This is an optimization exercise on Yosys and OpenROAD, whose aim is small area, not a production implementation.
Where RTL was checked, it was by simulation tests only, not by an equivalence proof against the original.
Function not checked in run 2: the RTL went through the layout flow alone.
Power is estimated from default activity; no workload was simulated. The flow treats the clock pin as an ideal source, which a real chip does not have.

--- flow/flow/run.sh ---
#!/bin/bash
# Standard ORFS layout (the standard.sh, unchanged synthesis and steps), except that the
# port buffers are the smallest buffer cell instead of the one buffer_ports picks by itself,
# and clock tree synthesis uses larger sink clusters without dummy loads.
set -euo pipefail
export BUFFER_PORTS_ARGS="-buffer_cell sky130_fd_sc_hd__buf_1"
export CTS_ARGS="-sink_clustering_enable -repair_clock_nets -sink_clustering_size 32 -sink_clustering_max_diameter 70 -dont_use_dummy_load"
bash standard.sh > standard.log 2>&1
--- flow/standard.sh ---
#!/bin/bash
# synth_recipe.tcl (not shown) runs the flow's synth.tcl, then flattens the netlist and writes it again
# the make line also repeats each setting of config.mk as NAME=value (left out here)
make -C /OpenROAD-flow-scripts/flow DESIGN_CONFIG=/design/flow/config.mk WORK_HOME=/design/flow/orfs CLKGATE_MAP_FILE= SYNTH_SCRIPT=/design/flow/synth_recipe.tcl "${@:-finish}"
--- flow/config.mk ---
export PLATFORM = sky130hd
export DESIGN_NAME = pmem_line_responder
export DESIGN_NICKNAME = pmem_line_responder
export VERILOG_FILES = /design/flow/design.v
export SDC_FILE = /design/flow/constraint.sdc
export NUM_CORES = 4
export LEC_CHECK = 0
export CAP_MARGIN = 20
export CORE_MARGIN = 2
export CORE_UTILIZATION = 60
export CTS_CLUSTER_DIAMETER = 100
export CTS_CLUSTER_SIZE = 30
export SLEW_MARGIN = 20
export SYNTH_HIERARCHICAL = 1
export SYNTH_MINIMUM_KEEP_SIZE = 0
--- flow/constraint.sdc ---
create_clock -name core_clock -period 10.0 [get_ports {clk}]
set_input_delay 2.0000 -clock core_clock [delete_from_list [all_inputs] [get_ports {clk}]]
set_output_delay 2.0000 -clock core_clock [all_outputs]
set_load 0.01 [all_outputs]
--- flow/design.v ---
package lc3b_types;
  typedef logic [15:0]  lc3b_word;
  typedef logic [255:0] lc3b_32bytes;
  typedef enum logic [1:0] {
    IDLE = 2'd0,
    BUSY = 2'd1,
    RESP = 2'd2
  } pmem_resp_state_t;
  function automatic int pmem_max(input int a, input int b);
    pmem_max = (a > b) ? a : b;
  endfunction
endpackage
module pmem_line_array
#(
  parameter int SLOTS = 8
) (
  input  logic                    clk,
  input  logic                    ins_a_i,
  input  logic                    ins_b_i,
  input  lc3b_types::lc3b_32bytes din_i,
  output lc3b_types::lc3b_32bytes tap_a_o,
  output lc3b_types::lc3b_32bytes tap_b_o
);
  localparam int W = 256;
  logic [SLOTS*W-1:0] ring_a_q;
  logic [SLOTS*W-1:0] ring_b_q;
  assign tap_a_o = ring_a_q[SLOTS*W-1 -: W];
  assign tap_b_o = ring_b_q[SLOTS*W-1 -: W];
  always_ff @(posedge clk) begin
    ring_a_q <= {ring_a_q[(SLOTS-1)*W-1:0], (ins_a_i ? din_i : tap_a_o)};
    ring_b_q <= {ring_b_q[(SLOTS-1)*W-1:0], (ins_b_i ? din_i : tap_b_o)};
  end
endmodule
module pmem_line_responder
#(
  parameter int LINES         = 16,
  parameter int READ_LATENCY  = 8,
  parameter int WRITE_LATENCY = 8
) (
  input  logic        clk,
  input  logic        reset,
  input  logic        pmem_read,
  input  logic        pmem_write,
  input  lc3b_types::lc3b_word    pmem_address,
  input  lc3b_types::lc3b_32bytes pmem_wdata,
  output logic        pmem_resp,
  output lc3b_types::lc3b_32bytes pmem_rdata,
  output logic        protocol_error
);
  logic          busy_q;    
  logic [2:0]    cnt_q;     
  logic          wr_q;
  logic [10:0]   tag_q;     
  logic          resp_q;
  logic          perr_q;
  logic [2:0]    ph_q;
  logic [15:0]   valid_q;
  lc3b_types::lc3b_32bytes buf_q;
  lc3b_types::lc3b_32bytes tap_a, tap_b;
  logic       accept;
  logic [3:0] line;
  logic       at_tap;
  logic       line_valid;
  logic       req_changed;
  logic       sel_w, sel_a, sel_b, sel_h, cap;
  logic       ins_a, ins_b;
  assign accept = !busy_q && (pmem_read || pmem_write);
  assign line   = busy_q ? tag_q[3:0] : pmem_address[8:5];
  assign at_tap = (line[2:0] == ~ph_q);
  assign line_valid = valid_q[line];
  assign cap   = (busy_q ? !wr_q : (pmem_read && !pmem_write)) && at_tap;
  assign sel_w = !busy_q && pmem_write;
  assign sel_a = cap && line_valid && !line[3];
  assign sel_b = cap && line_valid &&  line[3];
  assign sel_h = !sel_w && !cap;
  assign ins_a = busy_q && wr_q && at_tap && !line[3];
  assign ins_b = busy_q && wr_q && at_tap &&  line[3];
  assign req_changed = (wr_q ? !pmem_write : !pmem_read) || (pmem_address[15:5] != tag_q);
  pmem_line_array #(
    .SLOTS(8)
  ) u_array (
    .clk    (clk),
    .ins_a_i(ins_a),
    .ins_b_i(ins_b),
    .din_i  (buf_q),
    .tap_a_o(tap_a),
    .tap_b_o(tap_b)
  );
  lc3b_types::lc3b_32bytes buf_d;
  pmem_line_select u_sel (
    .sel_w_i(sel_w),
    .sel_a_i(sel_a),
    .sel_b_i(sel_b),
    .sel_h_i(sel_h),
    .w_i    (pmem_wdata),
    .a_i    (tap_a),
    .b_i    (tap_b),
    .h_i    (buf_q),
    .d_o    (buf_d)
  );
  always_ff @(posedge clk) begin
    buf_q <= buf_d;
  end
  always_ff @(posedge clk) begin
    if (reset) begin
      busy_q  <= 1'b0;
      resp_q  <= 1'b0;
      perr_q  <= 1'b0;
      ph_q    <= '0;
      valid_q <= '0;
    end else begin
      ph_q   <= ph_q + 3'd1;
      resp_q <= busy_q && (cnt_q == 3'd6);
      if (busy_q) begin
        cnt_q <= cnt_q + 3'd1;
        if (resp_q) begin
          busy_q <= 1'b0;
        end else if (req_changed) begin
          perr_q <= 1'b1;
        end
      end else if (accept) begin
        busy_q <= 1'b1;
        cnt_q  <= '0;
        wr_q   <= pmem_write;
        tag_q  <= pmem_address[15:5];
        if (pmem_write) begin
          valid_q[pmem_address[8:5]] <= 1'b1;
        end
        if (pmem_write && pmem_read) begin
          perr_q <= 1'b1;
        end
      end
    end
  end
  assign pmem_resp      = resp_q;
  assign pmem_rdata     = buf_q;
  assign protocol_error = perr_q;
endmodule
module pmem_line_select (
  input  logic                    sel_w_i,
  input  logic                    sel_a_i,
  input  logic                    sel_b_i,
  input  logic                    sel_h_i,
  input  lc3b_types::lc3b_32bytes w_i,
  input  lc3b_types::lc3b_32bytes a_i,
  input  lc3b_types::lc3b_32bytes b_i,
  input  lc3b_types::lc3b_32bytes h_i,
  output lc3b_types::lc3b_32bytes d_o
);
  assign d_o = ({256{sel_w_i}} & w_i) | ({256{sel_a_i}} & a_i) |
               ({256{sel_b_i}} & b_i) | ({256{sel_h_i}} & h_i);
endmodule
==> impl_metrics.yaml, run 1 <==
run_status:
  status: "finished clean"
clocking:
  cts_resized: 0
  clock_latency_ps: 820
  clk_path_buf_depth: 3
  root_buffer: "clkbuf_16"
  cts_tree: "yes"
  postCtsSetupRepairBufs: 0
  cts_hold_buf: 0
  htree_levels: 4
  cts_made_buffers: 162
  cts.sinks: 4389
  clk_pin_slew_ps: 110
critical_path:
  crit_slowest_cell: "nor2_4"
  timing.rr.end: "u_array.ring_a_q[185]$_DFF_P_"
  crit_path_start_kind: "input port"
  crit_start: "pmem_address[7]"
  worst-path-buf-inv: 2
  criticalPathCategory: "in -> reg"
  worst-path-max-fanout: 37
  ff2ff_path_depth: 7
  crit_end: "u_array.ring_a_q[185]$_DFF_P_"
  path_delay_family: "simple AND/OR/NAND/NOR gates"
  cp_num_cells: 8
  worstPathRequired_ps: 10700
  regToRegSetupSlack_ps: 5620
  crit_path_end_kind: "flip-flop"
  worstPathArrival_ps: 5790
  worstPathCellList: "buf_1 -> mux2i_1 -> xor2_1 -> nor2_1 -> nand4_1 -> nor2_4 -> buf_4 -> mux2_2"
  r2r_start: "busy_q$_SDFF_PP0_"
  max_stage_delay_ps: 930
power_and_ir_drop:
  power_density_nw_per_um2: 250
  finalPower_mw: 27.2
  ir_drop_mv: 0.165
  p_leak_nw: 43.5
detailed_routing:
  routed_wl_mm: 163
  drc_errors: 0
  drt_iter0_drc: 2108
  vias: 41800
  drt-pass1-iter-count: 5
  final_antenna_net_count: 0
  post_drt_via_cell_ratio: 4.72
  wl_per_cell_um: 18.4
place:
  dp_hpwl_mm: 91.6
  dp_cells: 8684
  globalplace.congestion: 0.764
  port_buffers: 528
sta:
  finalSetupTns_ps: 0
  slew_headroom_pct: 25.7
  fin_skew_ps: 55.0
  hold_viol_final: 0
  worstMarginPinSlew_ps: 1110
  rsz0062_at_grt: "false"
  min_period_ps: 5100
  setup_viol: 0
  max_freq_mhz: 196
  timing.final.crit_share_pct: 51.0
  holdWs_ps: 283
  maxSlewViolCount: 0
yosys:
  synthFlopType: "dfxtp_1"
  synth_area_um2: 105000
  yosysSeqAreaShare_pct: 84.0
  synth_fp_nets: 6780
  ys_ff_latch: 4389
  avgSynthCellArea_um2: 16.1
  synthCells: 6497
  ys_types: 43
  yosys_warnings: 8
  synth_enable_flop_cells: 15
  synthArstFlopShare_pct: 0
global_routing:
  grt_max_degree: 130
  grt_overflow: 0
  grt_pass1_vias: 41200
  antenna_found_initial: 34
  grt_pass1_wl_mm: 245
  track_usage_pct: 18.0
final_layout:
  areaGrowthSynthToFinish_pct: 3.86
  fin_nets: 6806
  fin_cells: 8852
  regArea_um2: 88000
  layout_common_cells: "4374 x dfxtp_1, 527 x buf_1, 513 x mux2_2, 512 x a22oi_1, 263 x nand2_1"
  layout-drive-gt1-share_pct: 10.9
  final_common_cell: "dfxtp_1"
  multi_input_area_um2: 11500
  fill_cells: 13000
die:
  core_area_um2: 174000
  ios: 534
  start_util_pct: 60.3
  die_area_um2: 178000
  die_x_um: 422
  die_h_um: 422
  row_count: 153
hold_path:
  hold_class: "reg -> reg"
job:
  max_cap_violations: 0
-- cell families (layout without fill, tap and decap cells) --
family,Yosys count,in the layout,synth area share (%)
DFF,4389,4389,84.0
buffers and inverters,709,733,5.09
AOI/OAI and AO/OA,548,548,3.90
muxes,519,519,5.60
and+or+nand+nor,306,306,1.16
xor gates and xnor gates,19,19,0.159
adders and majority gates,7,7,0.0836
other,0,6,0
-- per-module statistics from Yosys, one instance, submodules excluded, a selection --
module / copies in the design / cells
pmem_line_responder: 1 / 441
pmem_line_select: 1 / 880
-- worst reg2reg max path, cell delays in order (launching register included) --
cell,delay (ps)
dfxtp_1,750
mux2i_1,650
xor2_1,130
nor2_1,290
nand4_1,270
nor2_4,930
buf_4,780
mux2_2,490
-- routing by layer --
metal | GRT usage [%] | routed length, um | part of all wire, % | up-vias
met5 | 0 | 195 | 0.12 | -
met4 | 7.68 | 6640 | 4.1 | 30
met3 | 3.97 | 7200 | 4.4 | 318
met2 | 29.3 | 74900 | 46 | 633
met1 | 23.2 | 73700 | 45 | 20200
li1 | - | - | - | 20700
-- cell usage after synthesis, types with 2 or more instances --
| cell | n | area [um^2] |
|---|---|---|
| a21oi_1 | 4 | 20.0 |
| a31oi_1 | 2 | 12.5 |
| buf_2 | 80 | 400 |
| nor2_1 | 18 | 67.6 |
| ha_1 | 7 | 87.6 |
| o22ai_1 | 15 | 93.8 |
| dfxtp_1 | 4374 | 87600 |
| xnor2_1 | 10 | 87.6 |
| nor3b_1 | 3 | 22.5 |
| a22oi_1 | 512 | 3840 |
| mux2_2 | 513 | 5780 |
| o31ai_1 | 2 | 15.0 |
| or3_1 | 2 | 12.5 |
| buf_6 | 82 | 923 |
| o21ai_0 | 6 | 30.0 |
| inv_1 | 20 | 75.1 |
| nand2_1 | 263 | 987 |
| nor2b_1 | 2 | 12.5 |
| nor3_1 | 6 | 30.0 |
| xor2_1 | 9 | 78.8 |
| nand4_1 | 3 | 18.8 |
| nand2b_1 | 3 | 18.8 |
| clkbuf_1 | 6 | 22.5 |
| mux2i_1 | 3 | 30.0 |
| buf_4 | 520 | 3900 |
| edfxtp_1 | 15 | 450 |
-- flip-flops by register name, summed over array words and instances, names as in the netlist --
name / flops
u_array.ring_b_q: 2048
cnt_q: 3
wr_q: 1
ph_q: 3
tag_q: 11
valid_q: 16
u_array.ring_a_q: 2048
buf_q: 256
resp_q: 1
busy_q: 1
perr_q: 1
-- where the power goes --
group	switching [mW]	internal, mW
sequential	0.359	18.4
clock	4.71	2.93
combinational	0.511	0.303
-- layout make-up --
| class | instances | area share [%] |
|---|---|---|
| clock buffers | 162 | 3.73 |
| inverters | 21 | 0.0747 |
| repair buffers | 550 | 2.08 |
| diodes | 6 | 0.0138 |
| well taps | 2325 | 2.67 |
| flip-flops and latches | 4389 | 80.9 |
| multi-input cells | 1399 | 10.5 |
-- per-stage QoR --
stage               setup WS, ps  instance area (um^2)  utilization [%]
floorplan                   6110                105000                -
global placement            4090                105000             60.3
detailed placement          4080                105000             60.3
CTS                         4980                109000             62.7
global route                4790                109000             62.7
finish                      4900                109000             62.7
-- worst min-delay path by stage --
stage	startpoint	to	slack [ps]	depth (start not counted)
finish	u_array.ring_a_q[631]$_DFF_P_	u_array.ring_a_q[887]$_DFF_P_	280	0
global route	u_array.ring_a_q[1440]$_DFF_P_	u_array.ring_a_q[1696]$_DFF_P_	290	0
CTS	u_array.ring_a_q[876]$_DFF_P_	u_array.ring_a_q[1132]$_DFF_P_	290	0
detailed placement	u_array.ring_a_q[748]$_DFF_P_	u_array.ring_a_q[1004]$_DFF_P_	310	0
global placement	u_array.ring_a_q[1747]$_DFF_P_	u_array.ring_a_q[2003]$_DFF_P_	310	0
floorplan	u_array.ring_a_q[744]$_DFF_P_	u_array.ring_a_q[1000]$_DFF_P_	310	0
==> run 2, diff against run 1 <==
--- a/flow/design.v
+++ b/flow/design.v
@@ -149,4 +149,37 @@
 );
-  assign d_o = ({256{sel_w_i}} & w_i) | ({256{sel_a_i}} & a_i) |
-               ({256{sel_b_i}} & b_i) | ({256{sel_h_i}} & h_i);
+  lc3b_types::lc3b_32bytes load_n;
+  pmem_line_load_nor u_load (
+    .sel_w_i (sel_w_i),
+    .sel_a_i (sel_a_i),
+    .sel_b_i (sel_b_i),
+    .w_i     (w_i),
+    .a_i     (a_i),
+    .b_i     (b_i),
+    .load_n_o(load_n)
+  );
+  lc3b_types::lc3b_32bytes hold_n;
+  pmem_line_hold_nand u_hold (
+    .sel_h_i (sel_h_i),
+    .h_i     (h_i),
+    .hold_n_o(hold_n)
+  );
+  assign d_o = ~(load_n & hold_n);
 endmodule
+module pmem_line_hold_nand (
+  input  logic                    sel_h_i,
+  input  lc3b_types::lc3b_32bytes h_i,
+  output lc3b_types::lc3b_32bytes hold_n_o
+);
+  assign hold_n_o = ~({256{sel_h_i}} & h_i);
+endmodule
+module pmem_line_load_nor (
+  input  logic                    sel_w_i,
+  input  logic                    sel_a_i,
+  input  logic                    sel_b_i,
+  input  lc3b_types::lc3b_32bytes w_i,
+  input  lc3b_types::lc3b_32bytes a_i,
+  input  lc3b_types::lc3b_32bytes b_i,
+  output lc3b_types::lc3b_32bytes load_n_o
+);
+  assign load_n_o = ~(({256{sel_w_i}} & w_i) | ({256{sel_a_i}} & a_i) | ({256{sel_b_i}} & b_i));
+endmodule
==> run 2 against run 1 <==
Still clean on timing, DRC and antenna. First-iteration DRC count increased by 40%. Clock power is 0.5% lower. Sequential share of layout area is 0.17 points higher. Area after synthesis down 0.24%. Routed wire length is 0.80% higher. Flip-flop and latch count unchanged. Global-route usage increased by 0.22 points. Die area fell by 0.24%. Critical path type unchanged. Largest cell class unchanged.
==> impl_metrics.yaml, run 2 <==
clocking:
  clock_latency_ps: 830
  root_buffer: "clkbuf_16"
  clk_pin_slew_ps: 110
  postCtsSetupRepairBufs: 0
  clk_path_buf_depth: 3
  htree_levels: 4
  cts.sinks: 4389
  cts_made_buffers: 163
  cts_hold_buf: 0
  cts_resized: 0
  cts_tree: "yes"
yosys:
  synth_fp_nets: 6780
  synth_most_common_cell: "dfxtp_1"
  yosys.area.top_type: "dfxtp_1"
  synthTopCellsByArea: "dfxtp_1 84%, mux2_2 5.5%, buf_4 3.9%, a222oi_1 2.5%, nand2_1 1.9%"
  synthArstFlopShare_pct: 0
  ys_types: 43
  synthFlopType: "dfxtp_1"
  synthCells: 6497
  synth_enable_flop_cells: 15
  yosysSeqAreaShare_pct: 84.2
  ys_ff_latch: 4389
  yosys_warnings: 8
  synth_top_area_share_pct: 83.8
  synthTopCellsByCount: "4374 x dfxtp_1, 540 x buf_4, 519 x nand2_1, 513 x mux2_2, 256 x a222oi_1"
  avgSynthCellArea_um2: 16.1
  synth_area_um2: 105000
global_routing:
  track_usage_pct: 18.2
  antenna_found_initial: 70
  grt_pass1_vias: 41400
  grt_max_degree: 132
  grt_pass1_wl_mm: 247
  grt_overflow: 0
final_layout:
  areaGrowthSynthToFinish_pct: 3.90
  layout-drive-gt1-share_pct: 10.9
  reg_top3: "u_array.ring_a_q x2048, u_array.ring_b_q x2048, buf_q x256"
  fin_cells: 8885
  fill_cells: 12900
  final_common_cell: "dfxtp_1"
  fin_nets: 6807
  fin_area_um2: 109000
  layout_common_cells: "4374 x dfxtp_1, 528 x buf_1, 519 x nand2_1, 513 x mux2_2, 256 x a222oi_1"
detailed_routing:
  drc_errors: 0
  drt-pass1-iter-count: 6
  wl_met1_mm: 73.4
  drt_iter0_drc: 2948
  wl_per_cell_um: 18.5
  routed_wl_mm: 164
  route.met3.wl_mm: 8.16
  final_antenna_net_count: 0
  maxUsedRoutingLayer: "met5"
  vias: 42100
  route.met2.wl_mm: 75.7
  post_drt_via_cell_ratio: 4.74
critical_path:
  criticalPathCategory: "in -> reg"
  worst-path-max-fanout: 131
  ff2ff_path_depth: 9
  crit_slowest_cell: "buf_4"
  timing.rr.end: "buf_q[147]$_DFF_P_"
  r2r_start: "busy_q$_SDFF_PP0_"
  worstPathCellList: "buf_1 -> mux2i_1 -> xor2_1 -> nor2_1 -> nand3_1 -> nor3_2 -> buf_12 -> buf_4 -> a222oi_1 -> nand2_1"
  crit_path_end_kind: "flip-flop"
  crit_path_start_kind: "input port"
  worst-path-buf-inv: 3
  worstPathArrival_ps: 6050
  regToRegSetupSlack_ps: 5440
  worstPathRequired_ps: 10750
  path_delay_family: "buffers and inverters"
  max_stage_delay_ps: 920
die:
  die_h_um: 421
  start_util_pct: 60.3
  core_area_um2: 173000
  ios: 534
  die_area_um2: 178000
  row_count: 153
  die_x_um: 421
run_status:
  status: "finished clean"
place:
  post_dp_cell_area_um2: 104000
  port_buffers: 528
  globalplace.congestion: 0.752
  post-place-ws_ps: 4000
  dp_cells: 8684
  dp_hpwl_mm: 92.1
power_and_ir_drop:
  p_leak_nw: 43.5
  ir_drop_mv: 0.163
  power_density_nw_per_um2: 250
hold_path:
  hp-start: "u_array.ring_b_q[1403]$_DFF_P_"
  worstHoldEndpoint: "u_array.ring_b_q[1659]$_DFF_P_"
  hold_class: "reg -> reg"
  min_path_cells: 0
sta:
  holdWs_ps: 281
  timing.final.ws_setup_ps: 4700
  setup_viol: 0
  finalSetupTns_ps: 0
  min_period_ps: 5300
  timing.final.crit_share_pct: 53.0
  hold_viol_final: 0
  max_freq_mhz: 189
  worstMarginPinSlew_ps: 1130
  rsz0062_at_grt: "false"
  maxSlewViolCount: 0
  fin_skew_ps: 59.8
  slew_headroom_pct: 24.4
job:
  max_cap_violations: 0
[run 2: changes by cell type after synthesis]
cell,change
a22oi_1,-512
buf_2,-27
nand2_1,+256
buf_4,+20
clkbuf_1,+4
a222oi_1,+256
buf_6,+3
[run 2: layout make-up]
cell class | count | area (um^2) | area share (%)
Sequential cell | 4389 | 88000 | 81.1
Multi-Input combinational cell | 1399 | 11200 | 10.3
Clock buffer | 163 | 4080 | 3.76
Tap cell | 2325 | 2910 | 2.68
Timing Repair Buffer | 550 | 2250 | 2.07
Antenna cell | 38 | 95.1 | 0.0876
Inverter | 21 | 81.3 | 0.0749
[run 2: per-module statistics from Yosys, one instance, submodules excluded, excerpt]
| module | cells | flops+latches | cell area [um^2] | times used |
|---|---|---|---|---|
| pmem_line_hold_nand | 284 | 0 | 1160 | 1 |
| pmem_line_load_nor | 340 | 0 | 3180 | 1 |
| pmem_line_select | 256 | 0 | 961 | 1 |
| pmem_line_responder | 441 | 293 | 6990 | 1 |
[run 2: kinds of logic after synthesis]
kind of cell | share of synthesized area [%]
flip-flops | 84.2
buffers and inverters | 5.16
AND/OR/NAND/NOR | 2.08
multiplexers | 5.61
AO/OA/AOI/OAI | 2.69
XOR/XNOR | 0.159
adder cells (fa/ha/maj) | 0.0838
[run 2: how the worst max path moves through the flow]
| stage | slack [ps] | cells after the start | end | from |
|---|---|---|---|---|
| after detailed placement | 4000 | 10 | buf_q[147]$_DFF_P_ | pmem_address[7] |
| final | 4700 | 10 | buf_q[147]$_DFF_P_ | pmem_address[7] |
| after floorplan | 6060 | 9 | buf_q[215]$_DFF_P_ | pmem_address[5] |
| after global routing | 4590 | 10 | buf_q[239]$_DFF_P_ | pmem_address[7] |
| after global placement | 4090 | 10 | buf_q[247]$_DFF_P_ | pmem_address[7] |
| after CTS | 4930 | 10 | buf_q[147]$_DFF_P_ | pmem_address[7] |
[run 2: through the flow]
stage | util (%) | total power, mW
2_1_floorplan | - | 19.6
3_3_place_gp | 60.2 | 19.9
3_5_place_dp | 60.2 | 20.0
4_1_cts | 62.6 | 27.5
5_1_grt | 62.6 | 28.2
6_report | 62.6 | 27.2
[run 2: power breakdown]
part           internal, mW  leakage (nW)  switching [mW]
logic                 0.288          5.87           0.491
clock network          2.95          2.01            4.66
registers              18.4          35.6           0.357
[run 2: worst reg2reg max path, cell delays in order, from the launching register on]
cell      delay (ps)
dfxtp_1          770
mux2i_1          610
xor2_1           130
nor2_1           260
nand3_1          210
nor3_2           310
buf_12           620
buf_4           1230
a222oi_1         260
nand2_1          120
[run 2: routing by layer]
metal | track usage, % | vias up
li1 | - | 20700
met1 | 23.6 | 20300
met2 | 29.0 | 802
met3 | 4.12 | 325
met4 | 8.95 | 20
met5 | 0 | -
==> run 3, diff against run 2 <==
--- a/flow/design.v
+++ b/flow/design.v
@@ -19,3 +19,3 @@
   input  logic                    ins_b_i,
-  input  lc3b_types::lc3b_32bytes din_i,
+  input  lc3b_types::lc3b_32bytes din_n_i,
   output lc3b_types::lc3b_32bytes tap_a_o,
@@ -26,8 +26,32 @@
   logic [SLOTS*W-1:0] ring_b_q;
+  logic [W-1:0]       next_a, next_b;
   assign tap_a_o = ring_a_q[SLOTS*W-1 -: W];
   assign tap_b_o = ring_b_q[SLOTS*W-1 -: W];
+  pmem_ring_entry u_entry_a (
+    .ins_i  (ins_a_i),
+    .keep_n_i(ins_a_i),
+    .din_n_i(din_n_i),
+    .tap_i  (tap_a_o),
+    .next_o (next_a)
+  );
+  pmem_ring_entry u_entry_b (
+    .ins_i  (ins_b_i),
+    .keep_n_i(ins_b_i),
+    .din_n_i(din_n_i),
+    .tap_i  (tap_b_o),
+    .next_o (next_b)
+  );
   always_ff @(posedge clk) begin
-    ring_a_q <= {ring_a_q[(SLOTS-1)*W-1:0], (ins_a_i ? din_i : tap_a_o)};
-    ring_b_q <= {ring_b_q[(SLOTS-1)*W-1:0], (ins_b_i ? din_i : tap_b_o)};
+    ring_a_q <= {ring_a_q[(SLOTS-1)*W-1:0], next_a};
+    ring_b_q <= {ring_b_q[(SLOTS-1)*W-1:0], next_b};
   end
+endmodule
+module pmem_ring_entry (
+  input  logic                    ins_i,
+  input  logic                    keep_n_i,
+  input  lc3b_types::lc3b_32bytes din_n_i,
+  input  lc3b_types::lc3b_32bytes tap_i,
+  output lc3b_types::lc3b_32bytes next_o
+);
+  assign next_o = ~(({256{ins_i}} & din_n_i) | ({256{~keep_n_i}} & ~tap_i));
 endmodule
@@ -78,2 +102,4 @@
   assign req_changed = (wr_q ? !pmem_write : !pmem_read) || (pmem_address[15:5] != tag_q);
+  lc3b_types::lc3b_32bytes buf_d;
+  lc3b_types::lc3b_32bytes hold_n;
   pmem_line_array #(
@@ -84,3 +110,3 @@
     .ins_b_i(ins_b),
-    .din_i  (buf_q),
+    .din_n_i(hold_n),
     .tap_a_o(tap_a),
@@ -88,13 +114,13 @@
   );
-  lc3b_types::lc3b_32bytes buf_d;
   pmem_line_select u_sel (
-    .sel_w_i(sel_w),
-    .sel_a_i(sel_a),
-    .sel_b_i(sel_b),
-    .sel_h_i(sel_h),
-    .w_i    (pmem_wdata),
-    .a_i    (tap_a),
-    .b_i    (tap_b),
-    .h_i    (buf_q),
-    .d_o    (buf_d)
+    .sel_w_i (sel_w),
+    .sel_a_i (sel_a),
+    .sel_b_i (sel_b),
+    .sel_h_i (sel_h),
+    .w_i     (pmem_wdata),
+    .a_i     (tap_a),
+    .b_i     (tap_b),
+    .h_i     (buf_q),
+    .hold_n_o(hold_n),
+    .d_o     (buf_d)
   );
@@ -147,2 +173,3 @@
   input  lc3b_types::lc3b_32bytes h_i,
+  output lc3b_types::lc3b_32bytes hold_n_o,
   output lc3b_types::lc3b_32bytes d_o
@@ -159,3 +186,2 @@
   );
-  lc3b_types::lc3b_32bytes hold_n;
   pmem_line_hold_nand u_hold (
@@ -163,5 +189,5 @@
     .h_i     (h_i),
-    .hold_n_o(hold_n)
-  );
-  assign d_o = ~(load_n & hold_n);
+    .hold_n_o(hold_n_o)
+  );
+  assign d_o = ~(load_n & hold_n_o);
 endmodule
--- a/flow/flow/run.sh
+++ b/flow/flow/run.sh
@@ -6,3 +6,3 @@
 export BUFFER_PORTS_ARGS="-buffer_cell sky130_fd_sc_hd__buf_1"
-export CTS_ARGS="-sink_clustering_enable -repair_clock_nets -sink_clustering_size 32 -sink_clustering_max_diameter 70 -dont_use_dummy_load"
+export CTS_ARGS="-sink_clustering_enable -repair_clock_nets -buf_list sky130_fd_sc_hd__clkbuf_8 -sink_clustering_size 20 -sink_clustering_max_diameter 50 -dont_use_dummy_load"
 bash standard.sh > standard.log 2>&1
==> run 3 against run 2 <==
Still clean. Core utilization shrank 0.11 points. Sequential share of layout area grew 1.1 points. Combinational power grew 28%. Total power grew 3.9%. Routed wire length grew 0.18%. Worst setup slack gained 420 ps. Register-to-register slack gained 60 ps. Synthesized cell count grew 0.86%. Area after synthesis shrank 1.2%. Critical endpoint unchanged. Highest routed layer unchanged.
==> impl_metrics.yaml, run 3 <==
detailed_routing:
  drt_iter0_drc: 2979
  routed_wl_mm: 164
  wl_per_cell_um: 18.3
  drt-pass1-iter-count: 9
  post_drt_via_cell_ratio: 4.83
  final_antenna_net_count: 0
  vias: 43400
  drc_errors: 0
critical_path:
  crit_path_start_kind: "input port"
  max_stage_delay_ps: 870
  worst-path-max-fanout: 55
  cp_num_cells: 8
  ff2ff_path_depth: 7
  crit_slowest_cell: "and3_4"
  criticalPathCategory: "in -> reg"
  worstPathArrival_ps: 5820
  crit_start: "pmem_address[5]"
  worstPathRequired_ps: 10940
  path_delay_family: "simple AND/OR/NAND/NOR gates"
  r2r_start: "busy_q$_SDFF_PP0_"
  worst-path-buf-inv: 2
  crit_path_end_kind: "flip-flop"
  worstPathCellList: "buf_1 -> mux2i_4 -> xor2_1 -> nor4_1 -> and3_4 -> buf_4 -> a222oi_1 -> nand2_1"
die:
  die_x_um: 419
  die_h_um: 419
  core_area_um2: 171000
  die_area_um2: 175000
  ios: 534
  start_util_pct: 60.2
  row_count: 152
clocking:
  cts_hold_buf: 0
  postCtsSetupRepairBufs: 0
  root_buffer: "clkbuf_8"
  clk_path_buf_depth: 4
  htree_levels: 5
  cts.sinks: 4389
  cts_tree: "yes"
  clk_pin_slew_ps: 110
  clock_latency_ps: 1030
  cts_made_buffers: 282
  cts_resized: 0
place:
  post_dp_cell_area_um2: 103000
  post-place-ws_ps: 4130
  dp_hpwl_mm: 96.0
  globalplace.congestion: 0.782
  port_buffers: 528
final_layout:
  areaGrowthSynthToFinish_pct: 3.75
  layout_common_cells: "4374 x dfxtp_1, 528 x buf_1, 518 x nand2_1, 512 x a2bb2oi_1, 282 x clkbuf_8"
  fin_area_um2: 107000
  layout-drive-gt1-share_pct: 4.83
  final_common_cell: "dfxtp_1"
  fin_nets: 6933
  reg_top3: "u_array.ring_a_q x2048, u_array.ring_b_q x2048, buf_q x256"
sta:
  rsz0062_at_grt: "false"
  setup_viol: 0
  timing.final.crit_share_pct: 48.8
  max_freq_mhz: 205
  maxSlewViolCount: 0
  hold_viol_final: 0
  finalSetupTns_ps: 0
  worstMarginPinSlew_ps: 1000
  timing.final.ws_setup_ps: 5120
  slew_headroom_pct: 33.2
  fin_skew_ps: 70.1
  min_period_ps: 4880
yosys:
  yosys.area.top_type: "dfxtp_1"
  yosysSeqAreaShare_pct: 85.3
  synth_top_family_by_area: "compound AO/OA/AOI/OAI gates"
  avgSynthCellArea_um2: 15.8
  ys_types: 43
  yosys_warnings: 8
  synthMuxAreaShare_pct: 0.130
  synthTopCellsByCount: "4374 x dfxtp_1, 546 x buf_4, 518 x nand2_1, 512 x a2bb2oi_1, 258 x a222oi_1"
  synth_most_common_cell: "dfxtp_1"
  synth_fa_ha_area_share_pct: 0.0849
  ys_ff_latch: 4389
  synth_area_um2: 103000
  synthFlopType: "dfxtp_1"
  synth_fp_nets: 6836
  synthCells: 6553
  synth_compound_area_share_pct: 7.06
  synth_enable_flop_cells: 15
  synth_top_area_share_pct: 84.8
  synthArstFlopShare_pct: 0
  synthTopCellsByArea: "dfxtp_1 85%, a2bb2oi_1 4.3%, buf_4 4.0%, a222oi_1 2.5%, nand2_1 1.9%"
  synthXorXnorAreaFrac_pct: 0.144
  synthSimpleGateAreaFrac_pct: 2.11
power_and_ir_drop:
  p_leak_nw: 42.8
  ir_drop_mv: 0.168
  switching_share_pct: 21.0
  power.switching_mw: 5.92
  internal_power_mw: 22.3
  power_density_nw_per_um2: 263
  clkPwrFrac_pct: 25.9
  p_seq_share_pct: 70.6
  combinationalPowerShare_pct: 3.5
hold_path:
  hp-start: "u_array.ring_a_q[510]$_DFF_P_"
  hold_class: "reg -> reg"
  min_path_cells: 0
global_routing:
  grt_pass1_vias: 42500
  grt_max_degree: 185
  grt_overflow: 0
  track_usage_pct: 18.5
  grt_pass1_wl_mm: 246
  antenna_found_initial: 64
run_status:
  status: "finished clean"
job:
  max_cap_violations: 0
-- run 3: cell types whose count changed in the layout (fill, tap and decap cells not counted), moves of 5 or more --
cell	change
diode_2	-7
buf_4	+12
nor2_1	-8
mux2_2	-512
a2bb2oi_1	+512
clkbuf_8	+282
o21ai_0	-5
mux2i_1	+7
clkbuf_16	-163
-- run 3: power groups by stage --
stage          registers, mW  logic, mW  clock network, mW
6_report                19.9      0.994               7.30
5_1_grt                 20.1       1.08               8.23
4_1_cts                 19.9       1.01               7.61
3_5_place_dp            20.3       1.00                  0
3_3_place_gp            20.2      0.992                  0
2_1_floorplan           20.2      0.764                  0
-- run 3: cell type report --
type                    count  area, um^2
well taps                2310        2890
multi-input cells        1397        9870
flip-flops and latches   4389       88000
fillers                 12800       64300
clock buffers             282        3880
inverters                  21        86.3
diodes                     31        77.6
repair buffers            559        2280
-- run 3: per-layer routing --
layer / up-vias / GRT usage [%] / share of wire (%) / wire length, um
met3: 467 / 4.37 / 5.3 / 8760
met2: 965 / 29.3 / 45 / 74400
met5: - / 0 / 0.095 / 156
met1: 20600 / 23.4 / 44 / 72700
li1: 21400 / - / - / -
met4: 26 / 10.2 / 5.0 / 8270
-- run 3: per-stage QoR --
stage	power (mW)	std cells	utilization (%)	hold WS, ps
6_report	28.2	8989	62.5	248
3_5_place_dp	21.3	8676	60.2	312
4_1_cts	28.6	8958	62.5	245
5_1_grt	29.4	8986	62.5	238
2_1_floorplan	21.0	6553	-	310
3_3_place_gp	21.2	8676	60.2	310
-- run 3: per-module statistics from Yosys (local to each module, per instance), excerpt --
module | cells inside | copies in the design
pmem_line_hold_nand | 284 | 1
pmem_line_responder | 441 | 1
pmem_line_select | 256 | 1
pmem_line_load_nor | 340 | 1
pmem_ring_entry | 312 | 2
-- run 3: final timing paths --
path,to,slack [ps]
max,buf_q[147]$_DFF_P_,5120
min,u_array.ring_a_q[766]$_DFF_P_,250
max reg2reg,buf_q[147]$_DFF_P_,5500
min reg2reg,u_array.ring_a_q[766]$_DFF_P_,250
-- run 3: logic make-up after synthesis --
kind of cell | count (synthesis)
buffers and inverters | 767
DFF | 4389
and+or+nand+nor | 559
AOI/OAI and AO/OA | 802
adders and majority gates | 7
xor gates and xnor gates | 17
muxes | 12
==> run 4, diff against run 3 <==
--- a/flow/flow/run.sh
+++ b/flow/flow/run.sh
@@ -6,3 +6,3 @@
 export BUFFER_PORTS_ARGS="-buffer_cell sky130_fd_sc_hd__buf_1"
-export CTS_ARGS="-sink_clustering_enable -repair_clock_nets -buf_list sky130_fd_sc_hd__clkbuf_8 -sink_clustering_size 20 -sink_clustering_max_diameter 50 -dont_use_dummy_load"
+export CTS_ARGS="-sink_clustering_enable -repair_clock_nets -buf_list \"sky130_fd_sc_hd__clkbuf_8 sky130_fd_sc_hd__clkbuf_16\" -root_buf sky130_fd_sc_hd__clkbuf_16 -tree_buf sky130_fd_sc_hd__clkbuf_16 -sink_clustering_buffer sky130_fd_sc_hd__clkbuf_8 -sink_clustering_size 21 -sink_clustering_max_diameter 50 -dont_use_dummy_load"
 bash standard.sh > standard.log 2>&1
==> run 4 against run 3 <==
Critical path depth did not move. Area after synthesis did not move. Still clean. Largest cell class unchanged. Sequential power barely moved. Clock skew fell by 9.3 ps.
==> impl_metrics.yaml, run 4 <==
global_routing:
  antenna_found_initial: 61
  grt_pass1_vias: 42500
  grt_pass1_wl_mm: 247
  track_usage_pct: 18.5
  grt_overflow: 0
  grt_max_degree: 185
clocking:
  clock_latency_ps: 880
  cts.sinks: 4389
  postCtsSetupRepairBufs: 0
  clk_pin_slew_ps: 110
  cts_tree: "yes"
  clk_path_buf_depth: 4
  root_buffer: "clkbuf_16"
  cts_hold_buf: 0
  cts_resized: 0
  htree_levels: 5
  cts_made_buffers: 274
job:
  max_cap_violations: 0
yosys:
  synth_most_common_cell: "dfxtp_1"
  synth_top_area_share_pct: 84.8
  yosys.area.top_type: "dfxtp_1"
  ys_ff_latch: 4389
  synthTopCellsByArea: "dfxtp_1 85%, a2bb2oi_1 4.3%, buf_4 4.0%, a222oi_1 2.5%, nand2_1 1.9%"
  synthFlopType: "dfxtp_1"
  yosysSeqAreaShare_pct: 85.3
  synth_area_um2: 103000
  yosys_warnings: 8
  avgSynthCellArea_um2: 15.8
  synth_fp_nets: 6836
  synthArstFlopShare_pct: 0
  ys_types: 43
  synthCells: 6553
  synth_enable_flop_cells: 15
  synthTopCellsByCount: "4374 x dfxtp_1, 546 x buf_4, 518 x nand2_1, 512 x a2bb2oi_1, 258 x a222oi_1"
critical_path:
  crit_path_start_kind: "input port"
  r2r_start: "busy_q$_SDFF_PP0_"
  timing.rr.end: "buf_q[129]$_DFF_P_"
  regToRegSetupSlack_ps: 5510
  crit_path_end_kind: "flip-flop"
  worst-path-max-fanout: 55
  worstPathRequired_ps: 10840
  worstPathArrival_ps: 5850
  ff2ff_path_depth: 7
  criticalPathCategory: "in -> reg"
  crit_start: "pmem_address[5]"
sta:
  worstMarginPinSlew_ps: 1040
  slew_headroom_pct: 30.8
  hold_viol_final: 0
  rsz0062_at_grt: "false"
  max_freq_mhz: 200
  setup_viol: 0
  min_period_ps: 5000
  finalSetupTns_ps: 0
  maxSlewViolCount: 0
  fin_skew_ps: 60.8
  timing.final.crit_share_pct: 50.0
die:
  die_x_um: 419
  ios: 534
  die_h_um: 419
  start_util_pct: 60.2
  row_count: 152
  die_area_um2: 175000
  core_area_um2: 171000
detailed_routing:
  routed_wl_mm: 165
  wl_per_cell_um: 18.3
  drt-pass1-iter-count: 10
  drt_iter0_drc: 3132
  drc_errors: 0
  final_antenna_net_count: 0
  vias: 43600
  post_drt_via_cell_ratio: 4.85
hold_path:
  min_path_cells: 0
  worstHoldEndpoint: "u_array.ring_a_q[1790]$_DFF_P_"
  hold_class: "reg -> reg"
  hp-start: "u_array.ring_a_q[1534]$_DFF_P_"
power_and_ir_drop:
  switching_share_pct: 20.9
  finalPower_mw: 28.6
  clkPwrFrac_pct: 27.0
  power.switching_mw: 5.97
  ir_drop_mv: 0.170
  p_leak_nw: 43.0
  combinationalPowerShare_pct: 3.5
  p_seq_share_pct: 69.6
  internal_power_mw: 22.7
  power_density_nw_per_um2: 266
final_layout:
  layout-drive-gt1-share_pct: 4.71
  final_common_cell: "dfxtp_1"
  layout_common_cells: "4374 x dfxtp_1, 528 x buf_1, 518 x nand2_1, 512 x a2bb2oi_1, 258 x a222oi_1"
  areaGrowthSynthToFinish_pct: 4.16
  reg_top3: "u_array.ring_a_q x2048, u_array.ring_b_q x2048, buf_q x256"
  fin_nets: 6925
place:
  dp_hpwl_mm: 96.0
  globalplace.congestion: 0.782
  port_buffers: 528
run_status:
  status: "finished clean"
==> run 4: cell counts after synthesis <==
Identical to the previous run, type by type.
==> run 4: how the worst max path moves through the flow <==
stage / endpoint
floorplan: u_array.ring_b_q[100]$_DFF_P_
global placement: buf_q[183]$_DFF_P_
detailed placement: buf_q[152]$_DFF_P_
CTS: buf_q[5]$_DFF_P_
global route: buf_q[5]$_DFF_P_
finish: buf_q[129]$_DFF_P_
==> run 4: power by group through the flow <==
| stage | logic, mW | registers, mW | clock network, mW |
|---|---|---|---|
| 6_report | 0.995 | 19.9 | 7.72 |
| 2_1_floorplan | 0.764 | 20.2 | 0 |
| 3_5_place_dp | 1.00 | 20.3 | 0 |
| 5_1_grt | 1.09 | 20.1 | 8.66 |
| 3_3_place_gp | 0.992 | 20.2 | 0 |
| 4_1_cts | 1.01 | 19.9 | 8.03 |
==> run 4: cells by family after synthesis <==
group	synth area share, %
AOI/OAI and AO/OA	7.06
xor gates and xnor gates	0.144
adders and majority gates	0.0848
buffers and inverters	5.20
DFF	85.3
muxes	0.130
and+or+nand+nor	2.11
==> run 4: Yosys stat by module, one instance, submodules excluded, excerpt <==
module	cells inside	flops+latches	area, um^2	times used
pmem_line_hold_nand	284	0	1160	1
pmem_line_select	256	0	961	1
pmem_ring_entry	312	0	2530	2
pmem_line_load_nor	340	0	3180	1
pmem_line_responder	441	293	7010	1
==> run 4: cell type report <==
type	count	area, um^2
Tap cell	2310	2890
Multi-Input combinational cell	1397	9870
Antenna cell	24	60.1
Sequential cell	4389	88000
Clock buffer	274	4320
Fill cell	12800	63800
Inverter	21	86.3
Timing Repair Buffer	559	2280
==> run 4: metrics by stage <==
| step | setup WS [ps] | util (%) | instance area, um^2 | instances | hold slack [ps] |
|---|---|---|---|---|---|
| global route | 4760 | 62.7 | 108000 | 8972 | 268 |
| floorplan | 6080 | - | 103000 | 6553 | 310 |
| detailed placement | 4130 | 60.2 | 103000 | 8676 | 312 |
| global placement | 4200 | 60.2 | 103000 | 8676 | 310 |
| CTS | 5090 | 62.7 | 107000 | 8950 | 264 |
| finish | 5000 | 62.7 | 108000 | 8974 | 261 |
==> run 4: worst max-delay path, cell delays in order <==
cell and delay, ps:
buf_1 510, mux2i_4 290, xor2_1 220, nor4_1 740
and3_4 850, buf_4 820, a222oi_1 200, nand2_1 130
==> run 4: metal layers <==
metal	track usage (%)	routed length, um	part of all wire, %	up-vias
met1	23.5	72600	44	20700
met3	4.36	8690	5.3	445
li1	-	-	-	21400
met5	0	194	0.12	-
met4	10.2	8380	5.1	32
met2	29.4	74700	45	949
==> run 5, diff against run 4 <==
==> flow/flow/run.sh (replaced) <==
#!/bin/bash
# Standard ORFS layout (the standard.sh, unchanged synthesis and steps), except that the
# port buffers are the smallest buffer cell instead of the one buffer_ports picks by itself,
# and clock tree synthesis uses larger sink clusters without dummy loads.
set -euo pipefail
export BUFFER_PORTS_ARGS="-buffer_cell sky130_fd_sc_hd__buf_1"
export CTS_ARGS="-sink_clustering_enable -repair_clock_nets -sink_clustering_size 32 -sink_clustering_max_diameter 70 -dont_use_dummy_load"
bash standard.sh > standard.log 2>&1
==> run 5 against run 4 <==
Sequential power about the same. Fmax down 0.93%. Combinational power hardly changed. Area after synthesis is the same. Routed wire length is 1.3% lower. Flip-flop and latch count unchanged. First-iteration DRC count up 1.8%. Core utilization fell by 0.14 points. Total power down 0.36%. Sequential share of layout area grew 0.19 points. Critical path type unchanged.
==> impl_metrics.yaml, run 5 <==
global_routing:
  antenna_found_initial: 63
  grt_overflow: 0
  track_usage_pct: 18.2
  grt_pass1_vias: 41600
  grt_pass1_wl_mm: 243
  grt_max_degree: 185
run_status:
  status: "finished clean"
clocking:
  root_buffer: "clkbuf_16"
  cts_made_buffers: 163
  cts_resized: 0
  clk_path_buf_depth: 3
  cts.sinks: 4389
  cts_hold_buf: 0
  clock_latency_ps: 820
  htree_levels: 4
  postCtsSetupRepairBufs: 0
  cts_tree: "yes"
  clk_pin_slew_ps: 110
place:
  globalplace.congestion: 0.782
  port_buffers: 528
  dp_cells: 8676
  dp_hpwl_mm: 96.0
yosys:
  yosys.area.top_type: "dfxtp_1"
  yosys_warnings: 8
  synthFlopType: "dfxtp_1"
  synthCells: 6553
  yosysSeqAreaShare_pct: 85.3
  synth_top_area_share_pct: 84.8
  synthArstFlopShare_pct: 0
  synth_fp_nets: 6836
  ys_types: 43
  synthTopCellsByCount: "4374 x dfxtp_1, 546 x buf_4, 518 x nand2_1, 512 x a2bb2oi_1, 258 x a222oi_1"
  synth_area_um2: 103000
  avgSynthCellArea_um2: 15.8
  synthTopCellsByArea: "dfxtp_1 85%, a2bb2oi_1 4.3%, buf_4 4.0%, a222oi_1 2.5%, nand2_1 1.9%"
  synth_most_common_cell: "dfxtp_1"
  synth_enable_flop_cells: 15
  ys_ff_latch: 4389
die:
  start_util_pct: 60.2
  die_area_um2: 175000
  row_count: 152
  die_x_um: 419
  ios: 534
  core_area_um2: 171000
  die_h_um: 419
critical_path:
  regToRegSetupSlack_ps: 5570
  ff2ff_path_depth: 7
  timing.rr.end: "buf_q[152]$_DFF_P_"
  worstPathRequired_ps: 10750
  worstPathArrival_ps: 5800
  max_stage_delay_ps: 850
  crit_slowest_cell: "and3_4"
  r2r_start: "busy_q$_SDFF_PP0_"
  path_delay_family: "simple AND/OR/NAND/NOR gates"
  crit_path_end_kind: "flip-flop"
  crit_path_start_kind: "input port"
  worst-path-max-fanout: 55
  criticalPathCategory: "in -> reg"
  worst-path-buf-inv: 2
  worstPathCellList: "buf_1 -> mux2i_4 -> xor2_1 -> nor4_1 -> and3_4 -> buf_4 -> a222oi_1 -> nand2_1"
power_and_ir_drop:
  finalPower_mw: 28.5
  power_density_nw_per_um2: 266
  ir_drop_mv: 0.211
  p_leak_nw: 42.8
sta:
  finalSetupTns_ps: 0
  rsz0062_at_grt: "false"
  max_freq_mhz: 198
  slew_headroom_pct: 33.3
  fin_skew_ps: 59.3
  timing.final.crit_share_pct: 50.5
  worstMarginPinSlew_ps: 1000
  setup_viol: 0
  min_period_ps: 5050
  hold_viol_final: 0
  maxSlewViolCount: 0
detailed_routing:
  drc_errors: 0
  wl_per_cell_um: 18.3
  routed_wl_mm: 162
  final_antenna_net_count: 0
  drt_iter0_drc: 3187
  drt-pass1-iter-count: 7
  post_drt_via_cell_ratio: 4.84
  vias: 42900
final_layout:
  reg_top3: "u_array.ring_a_q x2048, u_array.ring_b_q x2048, buf_q x256"
  fin_nets: 6814
  fin_cells: 8863
  layout-drive-gt1-share_pct: 3.09
  fill_cells: 12800
  areaGrowthSynthToFinish_pct: 3.93
  layout_common_cells: "4374 x dfxtp_1, 528 x buf_1, 518 x nand2_1, 512 x a2bb2oi_1, 258 x a222oi_1"
  final_common_cell: "dfxtp_1"
hold_path:
  hold_class: "reg -> reg"
  min_path_cells: 0
  hp-start: "u_array.ring_b_q[884]$_DFF_P_"
  worstHoldEndpoint: "u_array.ring_b_q[1140]$_DFF_P_"
job:
  max_cap_violations: 0
[run 5: cell counts after synthesis]
Identical to the previous run, type by type.
[run 5: stage by stage]
stage	hold WS, ps	setup slack [ps]	area [um^2]	util [%]
2_1_floorplan	310	6080	103000	-
3_3_place_gp	310	4200	103000	60.2
3_5_place_dp	312	4130	103000	60.2
4_1_cts	273	5020	107000	62.6
5_1_grt	270	4690	107000	62.6
6_report	268	4950	107000	62.6
[run 5: per-module statistics from Yosys (local to each module, per instance), excerpt]
module	times used	cell area, um^2	flops+latches
pmem_line_responder	1	7010	293
pmem_line_load_nor	1	3180	0
pmem_ring_entry	2	2530	0
pmem_line_hold_nand	1	1160	0
pmem_line_select	1	961	0
[run 5: cell type report]
class                      count  area [um^2]  share of cell area [%]
multi-input combinational   1397         9870                    9.20
timing repair buffer         559         2280                    2.12
sequential                  4389        88000                    82.0
antenna                       24         60.1                  0.0560
clock buffer                 163         4080                    3.80
inverter                      21         86.3                  0.0805
tap                         2310         2890                    2.69
[run 5: report_power, final]
part	total [mW]	internal, mW	switching [mW]
Sequential	19.9	19.4	0.539
Combinational	0.992	0.356	0.636
Clock	7.62	2.95	4.67
Total	28.5	22.7	5.84
[run 5: worst max-delay path by stage]
| stage | to | cells after the start | startpoint | slack, ps |
|---|---|---|---|---|
| 2_1_floorplan | u_array.ring_b_q[100]$_DFF_P_ | 8 | pmem_address[5] | 6080 |
| 3_3_place_gp | buf_q[183]$_DFF_P_ | 8 | pmem_address[5] | 4200 |
| 3_5_place_dp | buf_q[152]$_DFF_P_ | 8 | pmem_address[5] | 4130 |
| 4_1_cts | buf_q[152]$_DFF_P_ | 8 | pmem_address[5] | 5020 |
| 5_1_grt | buf_q[5]$_DFF_P_ | 8 | pmem_address[5] | 4690 |
| 6_report | buf_q[152]$_DFF_P_ | 8 | pmem_address[5] | 4950 |
[run 5: kinds of logic (layout without fill, tap and decap cells)]
group                    Yosys count  after routing  synth area share (%)
other                              0             24                     0
multiplexers                      12             12                 0.130
AND/OR/NAND/NOR                  559            559                  2.11
XOR/XNOR                          17             17                 0.144
AO/OA/AOI/OAI                    802            802                  7.06
flip-flops                      4389           4389                  85.3
buffers and inverters            767            743                  5.20
adder cells (fa/ha/maj)            7              7                0.0848
[run 5: worst register-to-register path: stages, from the launching register on]
cell,delay [ps]
dfxtp_1,870
mux2i_4,600
xor2_1,150
nor4_1,740
and3_4,850
buf_4,830
a222oi_1,240
nand2_1,130
[run 5: layer usage]
metal / global-route usage, % / share of wire, % / vias to the layer above
met5: 0 / 0.13 / -
met4: 9.07 / 4.8 / 34
met3: 3.98 / 4.9 / 359
met2: 29.1 / 45 / 811
met1: 23.5 / 45 / 20500
li1: - / - / 21200
==> run 6, diff against run 5 <==
--- a/flow/flow/run.sh
+++ b/flow/flow/run.sh
@@ -6,3 +6,3 @@
 export BUFFER_PORTS_ARGS="-buffer_cell sky130_fd_sc_hd__buf_1"
-export CTS_ARGS="-sink_clustering_enable -repair_clock_nets -sink_clustering_size 32 -sink_clustering_max_diameter 70 -dont_use_dummy_load"
+export CTS_ARGS="-sink_clustering_enable -repair_clock_nets -sink_clustering_size 34 -sink_clustering_max_diameter 80 -dont_use_dummy_load"
 bash standard.sh > standard.log 2>&1
--- a/flow/config.mk
+++ b/flow/config.mk
@@ -9,3 +9,3 @@
 export CORE_MARGIN = 2
-export CORE_UTILIZATION = 60
+export CORE_UTILIZATION = 75
 export CTS_CLUSTER_DIAMETER = 100
==> run 6 against run 5 <==
Still clean. Total power shrank 1.2%. Die area shrank 20%. Core utilization grew 15 points. Routed wire length shrank 0.52%. Worst setup slack gained 130 ps. Clock power shrank 5.0%. Cell count shrank 6.1%. Count of clock-buffer cells in the layout shrank 16. Via count grew 0.31%. Area after synthesis is the same. Non-clock buffer count shrank 7. Largest cell class unchanged.
==> impl_metrics.yaml, run 6 <==
sta:
  finalSetupTns_ps: 0
  timing.final.crit_share_pct: 49.2
  hold_viol_final: 0
  slew_headroom_pct: 27.2
  max_freq_mhz: 203
  timing.final.ws_setup_ps: 5080
  setup_viol: 0
  rsz0062_at_grt: "false"
  worstMarginPinSlew_ps: 1090
  fin_skew_ps: 32.9
  min_period_ps: 4920
  maxSlewViolCount: 0
clocking:
  root_buffer: "clkbuf_16"
  clock_latency_ps: 820
  cts_resized: 0
  postCtsSetupRepairBufs: 0
  cts_hold_buf: 0
  clk_path_buf_depth: 3
  htree_levels: 4
  cts_tree: "yes"
  clk_pin_slew_ps: 120
  cts_made_buffers: 147
  cts.sinks: 4389
die:
  core_area_um2: 137000
  row_count: 136
  die_x_um: 375
  start_util_pct: 75.4
  die_area_um2: 141000
  ios: 534
  die_h_um: 375
critical_path:
  crit_path_start_kind: "input port"
  worst-path-buf-inv: 2
  max_stage_delay_ps: 850
  worstPathCellList: "buf_1 -> mux2i_4 -> xor2_1 -> nor4_1 -> and4_4 -> buf_4 -> a222oi_1 -> nand2_1"
  crit_path_end_kind: "flip-flop"
  path_delay_family: "simple AND/OR/NAND/NOR gates"
  worstPathArrival_ps: 5660
  worstPathRequired_ps: 10740
  criticalPathCategory: "in -> reg"
  crit_slowest_cell: "and4_4"
  worst-path-max-fanout: 55
  regToRegSetupSlack_ps: 5600
  ff2ff_path_depth: 7
  timing.rr.end: "buf_q[68]$_DFF_P_"
  r2r_start: "busy_q$_SDFF_PP0_"
global_routing:
  grt_overflow: 0
  grt_max_degree: 207
  grt_busiest_layer: "met2"
  track_usage_pct: 22.6
  met1_usage_pct: 31.2
  grt_pass1_wl_mm: 241
  antenna_found_initial: 59
  met2_usage_pct: 34.1
  grt_pass1_vias: 42000
  met3_usage_pct: 6.36
yosys:
  synth_fp_nets: 6836
  synthFlopType: "dfxtp_1"
  synthCells: 6553
  ys_ff_latch: 4389
  yosysSeqAreaShare_pct: 85.3
  avgSynthCellArea_um2: 15.8
  yosys_warnings: 8
  synth_enable_flop_cells: 15
  ys_types: 43
  synthArstFlopShare_pct: 0
  synth_most_common_cell: "dfxtp_1"
  synth_area_um2: 103000
  synth_top_area_share_pct: 84.8
  synthTopCellsByCount: "4374 x dfxtp_1, 546 x buf_4, 518 x nand2_1, 512 x a2bb2oi_1, 258 x a222oi_1"
  yosys.area.top_type: "dfxtp_1"
  synthTopCellsByArea: "dfxtp_1 85%, a2bb2oi_1 4.3%, buf_4 4.0%, a222oi_1 2.5%, nand2_1 1.9%"
final_layout:
  layout-drive-gt1-share_pct: 2.77
  final_common_cell: "dfxtp_1"
  areaGrowthSynthToFinish_pct: 2.88
  fin_nets: 6791
  reg_top3: "u_array.ring_a_q x2048, u_array.ring_b_q x2048, buf_q x256"
  layout_common_cells: "4374 x dfxtp_1, 528 x buf_1, 518 x nand2_1, 512 x a2bb2oi_1, 258 x a222oi_1"
  final_util_pct: 77.5
detailed_routing:
  drc_errors: 0
  vias: 43000
  drt-pass1-iter-count: 8
  routed_wl_mm: 162
  drt_iter0_drc: 3254
  post_drt_via_cell_ratio: 5.17
  final_antenna_net_count: 0
  wl_per_cell_um: 19.4
place:
  post-place-ws_ps: 4280
  dp_hpwl_mm: 96.0
  globalplace.congestion: 0.787
  port_buffers: 528
power_and_ir_drop:
  finalPower_mw: 28.2
  power_density_nw_per_um2: 265
  ir_drop_mv: 0.200
  p_leak_nw: 42.5
hold_path:
  worstHoldEndpoint: "u_array.ring_a_q[298]$_DFF_P_"
  hold_class: "reg -> reg"
  min_path_cells: 0
  hp-start: "u_array.ring_a_q[42]$_DFF_P_"
job:
  max_cap_violations: 0
run_status:
  status: "finished clean"
run 6: cell counts after synthesis:
No cell type changed its count.
run 6: through the flow:
step	hold WS, ps	instances	instance area (um^2)
floorplan	310	6553	103000
global placement	310	8153	102000
detailed placement	312	8153	102000
CTS	313	8300	106000
global route	316	8320	106000
finish	303	8325	106000
run 6: cell type report:
type | instances | area [um^2]
diodes | 25 | 62.6
well taps | 1794 | 2240
fillers | 8095 | 30800
inverters | 21 | 86.3
flip-flops and latches | 4389 | 88000
multi-input cells | 1397 | 9870
clock buffers | 147 | 3680
repair buffers | 552 | 2240
run 6: worst max-delay path by stage:
| stage | end | startpoint | cells past startpoint | slack [ps] |
|---|---|---|---|---|
| 2_1_floorplan | u_array.ring_b_q[100]$_DFF_P_ | pmem_address[5] | 8 | 6080 |
| 3_3_place_gp | buf_q[41]$_DFF_P_ | pmem_address[5] | 8 | 4330 |
| 3_5_place_dp | buf_q[41]$_DFF_P_ | pmem_address[5] | 8 | 4280 |
| 4_1_cts | buf_q[68]$_DFF_P_ | pmem_address[5] | 8 | 5160 |
| 5_1_grt | buf_q[28]$_DFF_P_ | pmem_address[5] | 8 | 4960 |
| 6_report | buf_q[68]$_DFF_P_ | pmem_address[5] | 8 | 5080 |
run 6: cell families (layout without fill, tap and decap cells):
group / Yosys count / count (layout) / synth area share (%)
AO/OA/AOI/OAI: 802 / 802 / 7.06
XOR/XNOR: 17 / 17 / 0.144
adder cells (fa/ha/maj): 7 / 7 / 0.0848
buffers and inverters: 767 / 720 / 5.20
flip-flops: 4389 / 4389 / 85.3
multiplexers: 12 / 12 / 0.130
other: 0 / 25 / 0
AND/OR/NAND/NOR: 559 / 559 / 2.11
run 6: layer usage:
layer,wire length (um),vias to the layer above,share of wire [%]
li1,-,21200,-
met1,74000,20500,46
met2,70100,1015,43
met3,11600,321,7.2
met4,5700,42,3.5
met5,276,-,0.17
run 6: power breakdown:
part / total, mW / internal [mW] / switching [mW]
clock network: 7.24 / 2.68 / 4.56
registers: 19.9 / 19.4 / 0.563
logic: 0.999 / 0.356 / 0.643
total: 28.2 / 22.4 / 5.77
run 6: Yosys stat by module (local to each module, per instance), excerpt:
module / copies in the design / flops+latches / cell area [um^2] / cells
pmem_line_responder: 1 / 293 / 7010 / 441
pmem_line_select: 1 / 0 / 961 / 256
pmem_line_load_nor: 1 / 0 / 3180 / 340
pmem_ring_entry: 2 / 0 / 2530 / 312
pmem_line_hold_nand: 1 / 0 / 1160 / 284
==> run 7, diff against run 6 <==
--- a/flow/config.mk
+++ b/flow/config.mk
@@ -9,3 +9,3 @@
 export CORE_MARGIN = 2
-export CORE_UTILIZATION = 75
+export CORE_UTILIZATION = 50
 export CTS_CLUSTER_DIAMETER = 100
==> run 7 against run 6 <==
Still clean. Hold slack lost 56 ps. Sequential power hardly changed. Cell count is 11% higher.
==> impl_metrics.yaml, run 7 <==
power_and_ir_drop:
  finalPower_mw: 28.4
  power_density_nw_per_um2: 264
  p_leak_nw: 42.7
  ir_drop_mv: 0.195
place:
  dp_hpwl_mm: 94.9
  post-place-ws_ps: 4090
  globalplace.congestion: 0.752
  port_buffers: 528
clocking:
  cts_made_buffers: 155
  clk_path_buf_depth: 3
  cts_hold_buf: 0
  postCtsSetupRepairBufs: 0
  htree_levels: 4
  cts_tree: "yes"
  root_buffer: "clkbuf_16"
  cts.sinks: 4389
  clk_pin_slew_ps: 120
  cts_resized: 0
  clock_latency_ps: 820
yosys:
  synth_top_area_share_pct: 84.8
  synthCells: 6553
  ys_ff_latch: 4389
  yosys.area.top_type: "dfxtp_1"
  synthTopCellsByCount: "4374 x dfxtp_1, 546 x buf_4, 518 x nand2_1, 512 x a2bb2oi_1, 258 x a222oi_1"
  avgSynthCellArea_um2: 15.8
  synth_most_common_cell: "dfxtp_1"
  synthTopCellsByArea: "dfxtp_1 85%, a2bb2oi_1 4.3%, buf_4 4.0%, a222oi_1 2.5%, nand2_1 1.9%"
  synth_fp_nets: 6836
  synth_area_um2: 103000
  synthArstFlopShare_pct: 0
  yosys_warnings: 8
  synth_enable_flop_cells: 15
  ys_types: 43
  yosysSeqAreaShare_pct: 85.3
  synthFlopType: "dfxtp_1"
final_layout:
  areaGrowthSynthToFinish_pct: 4.20
  final_common_cell: "dfxtp_1"
  layout-drive-gt1-share_pct: 2.89
  fin_nets: 6799
  final_util_pct: 52.5
  reg_top3: "u_array.ring_a_q x2048, u_array.ring_b_q x2048, buf_q x256"
  layout_common_cells: "4374 x dfxtp_1, 528 x buf_1, 518 x nand2_1, 512 x a2bb2oi_1, 258 x a222oi_1"
hold_path:
  hp-start: "u_array.ring_a_q[460]$_DFF_P_"
  min_path_cells: 0
  hold_class: "reg -> reg"
  worstHoldEndpoint: "u_array.ring_a_q[716]$_DFF_P_"
critical_path:
  ff2ff_path_depth: 8
  crit_path_start_kind: "input port"
  criticalPathCategory: "in -> reg"
  worstPathRequired_ps: 10710
  worstPathArrival_ps: 5830
  regToRegSetupSlack_ps: 5870
  crit_path_end_kind: "flip-flop"
  r2r_start: "busy_q$_SDFF_PP0_"
  worst-path-max-fanout: 57
  timing.rr.end: "buf_q[114]$_DFF_P_"
detailed_routing:
  wl_per_cell_um: 17.7
  post_drt_via_cell_ratio: 4.64
  routed_wl_mm: 163
  final_antenna_net_count: 0
  drt-pass1-iter-count: 9
  drt_iter0_drc: 3149
  vias: 42800
  drc_errors: 0
die:
  core_area_um2: 205000
  ios: 534
  start_util_pct: 50.4
  row_count: 166
  die_h_um: 458
  die_x_um: 458
  die_area_um2: 210000
global_routing:
  antenna_found_initial: 51
  track_usage_pct: 15.2
  grt_overflow: 0
  grt_pass1_vias: 41600
  grt_pass1_wl_mm: 246
  grt_max_degree: 165
sta:
  max_freq_mhz: 195
  fin_skew_ps: 105
  timing.final.crit_share_pct: 51.3
  slew_headroom_pct: 20.8
  maxSlewViolCount: 0
  hold_viol_final: 0
  rsz0062_at_grt: "false"
  timing.final.ws_setup_ps: 4870
  min_period_ps: 5130
  finalSetupTns_ps: 0
  worstMarginPinSlew_ps: 1190
  setup_viol: 0
job:
  max_cap_violations: 0
run_status:
  status: "finished clean"
run 7: cell types whose count changed in the layout (fill, tap and decap cells not counted), sizes merged:
cell,previous run,this run
clkbuf,147,155
diode,25,21
run 7: worst max path at each step:
stage	depth (start not counted)	slack [ps]	to	from
2_1_floorplan	8	6080	u_array.ring_b_q[100]$_DFF_P_	pmem_address[5]
3_3_place_gp	8	4160	buf_q[189]$_DFF_P_	pmem_address[5]
3_5_place_dp	8	4090	buf_q[114]$_DFF_P_	pmem_address[5]
4_1_cts	8	4950	buf_q[114]$_DFF_P_	pmem_address[5]
5_1_grt	8	4680	buf_q[59]$_DFF_P_	pmem_address[5]
6_report	8	4870	buf_q[114]$_DFF_P_	pmem_address[5]
run 7: layout make-up:
cell class	instances	area (um^2)
Clock buffer	155	3880
Fill cell	16800	97400
Multi-Input combinational cell	1397	9870
Inverter	21	86.3
Antenna cell	21	52.6
Timing Repair Buffer	552	2290
Sequential cell	4389	88000
Tap cell	2688	3360
run 7: worst max-delay path, stage by stage:
cell and delay [ps]:
buf_1 460, mux2i_4 280, xor2_1 220, nor4_1 790
and4_4 820, buf_4 820, a222oi_1 230, nand2_1 130
run 7: per-layer routing:
metal | global-route usage, % | part of all wire (%) | vias up
li1 | - | - | 21200
met1 | 20.5 | 47 | 20500
met2 | 23.4 | 44 | 815
met3 | 3.46 | 5.2 | 305
met4 | 6.68 | 3.8 | 28
met5 | 0 | 0.11 | -
run 7: cells by family (layout without fill, tap and decap cells):
kind of cell               count (synthesis)  after routing  share of synthesized area [%]
buffers and inverters                    767            728                           5.20
adders and majority gates                  7              7                         0.0848
and+or+nand+nor                          559            559                           2.11
xor gates and xnor gates                  17             17                          0.144
DFF                                     4389           4389                           85.3
other                                      0             21                              0
muxes                                     12             12                          0.130
AOI/OAI and AO/OA                        802            802                           7.06
run 7: through the flow:
stage | instances | hold WS, ps | instance area (um^2)
finish | 9223 | 247 | 108000
global placement | 9047 | 309 | 104000
floorplan | 6553 | 310 | 103000
CTS | 9202 | 243 | 108000
detailed placement | 9047 | 312 | 104000
global route | 9220 | 247 | 108000
run 7: power by group:
part	internal, mW	leakage [nW]	switching, mW	total (mW)
sequential	19.4	35.9	0.541	19.9
combinational	0.357	4.81	0.628	0.985
clock	2.81	1.91	4.65	7.46
run 7: modules after synthesis (local to each module, per instance), excerpt:
module	cells inside	times used	area, um^2	flops+latches
pmem_line_hold_nand	284	1	1160	0
pmem_line_load_nor	340	1	3180	0
pmem_ring_entry	312	2	2530	0
pmem_line_select	256	1	961	0
pmem_line_responder	441	1	7010	293

port drivers added, routing unchanged:
Ports are ideal in the flow. The routed layouts listed here were re-timed in OpenROAD. Step 1 sets driving cells, clkbuf_16 on the clock port and buf_2 on the other inputs (assumed; they add their load-dependent delay and slew). Step 2 adds t to the input delays and takes it off the output delays; t is the mean of the earliest and latest rising clock arrival at the registers after step 1. Input paths then give back, and output paths get back, about the clock's delay inside the block. a / b / c = ideal / step 1 / step 2; a / b = the first two.
run	t, ns	setup WS [ns]	latest minus earliest clock arrival (ns)	slew at the worst register clock pin (ns)
run 1	0.873	4.902 / 4.938 / 4.065	0.070 / 0.070	0.11 / 0.11
run 2	0.875	4.700 / 4.650 / 3.775	0.069 / 0.069	0.11 / 0.11
run 3	1.079	5.118 / 5.161 / 4.082	0.094 / 0.094	0.12 / 0.12
run 4	0.944	4.997 / 5.040 / 4.096	0.081 / 0.082	0.12 / 0.12
run 5	0.867	4.950 / 4.994 / 4.127	0.070 / 0.070	0.12 / 0.12
run 6	0.875	5.081 / 5.008 / 4.132	0.040 / 0.039	0.12 / 0.12
run 7	0.851	4.872 / 4.829 / 3.978	0.116 / 0.116	0.12 / 0.12
After both steps setup and hold are still met in every run listed. For run 3, which loses most, drivers alone change the setup slack by +0.043 ns; drivers and shift together by -1.036 ns.
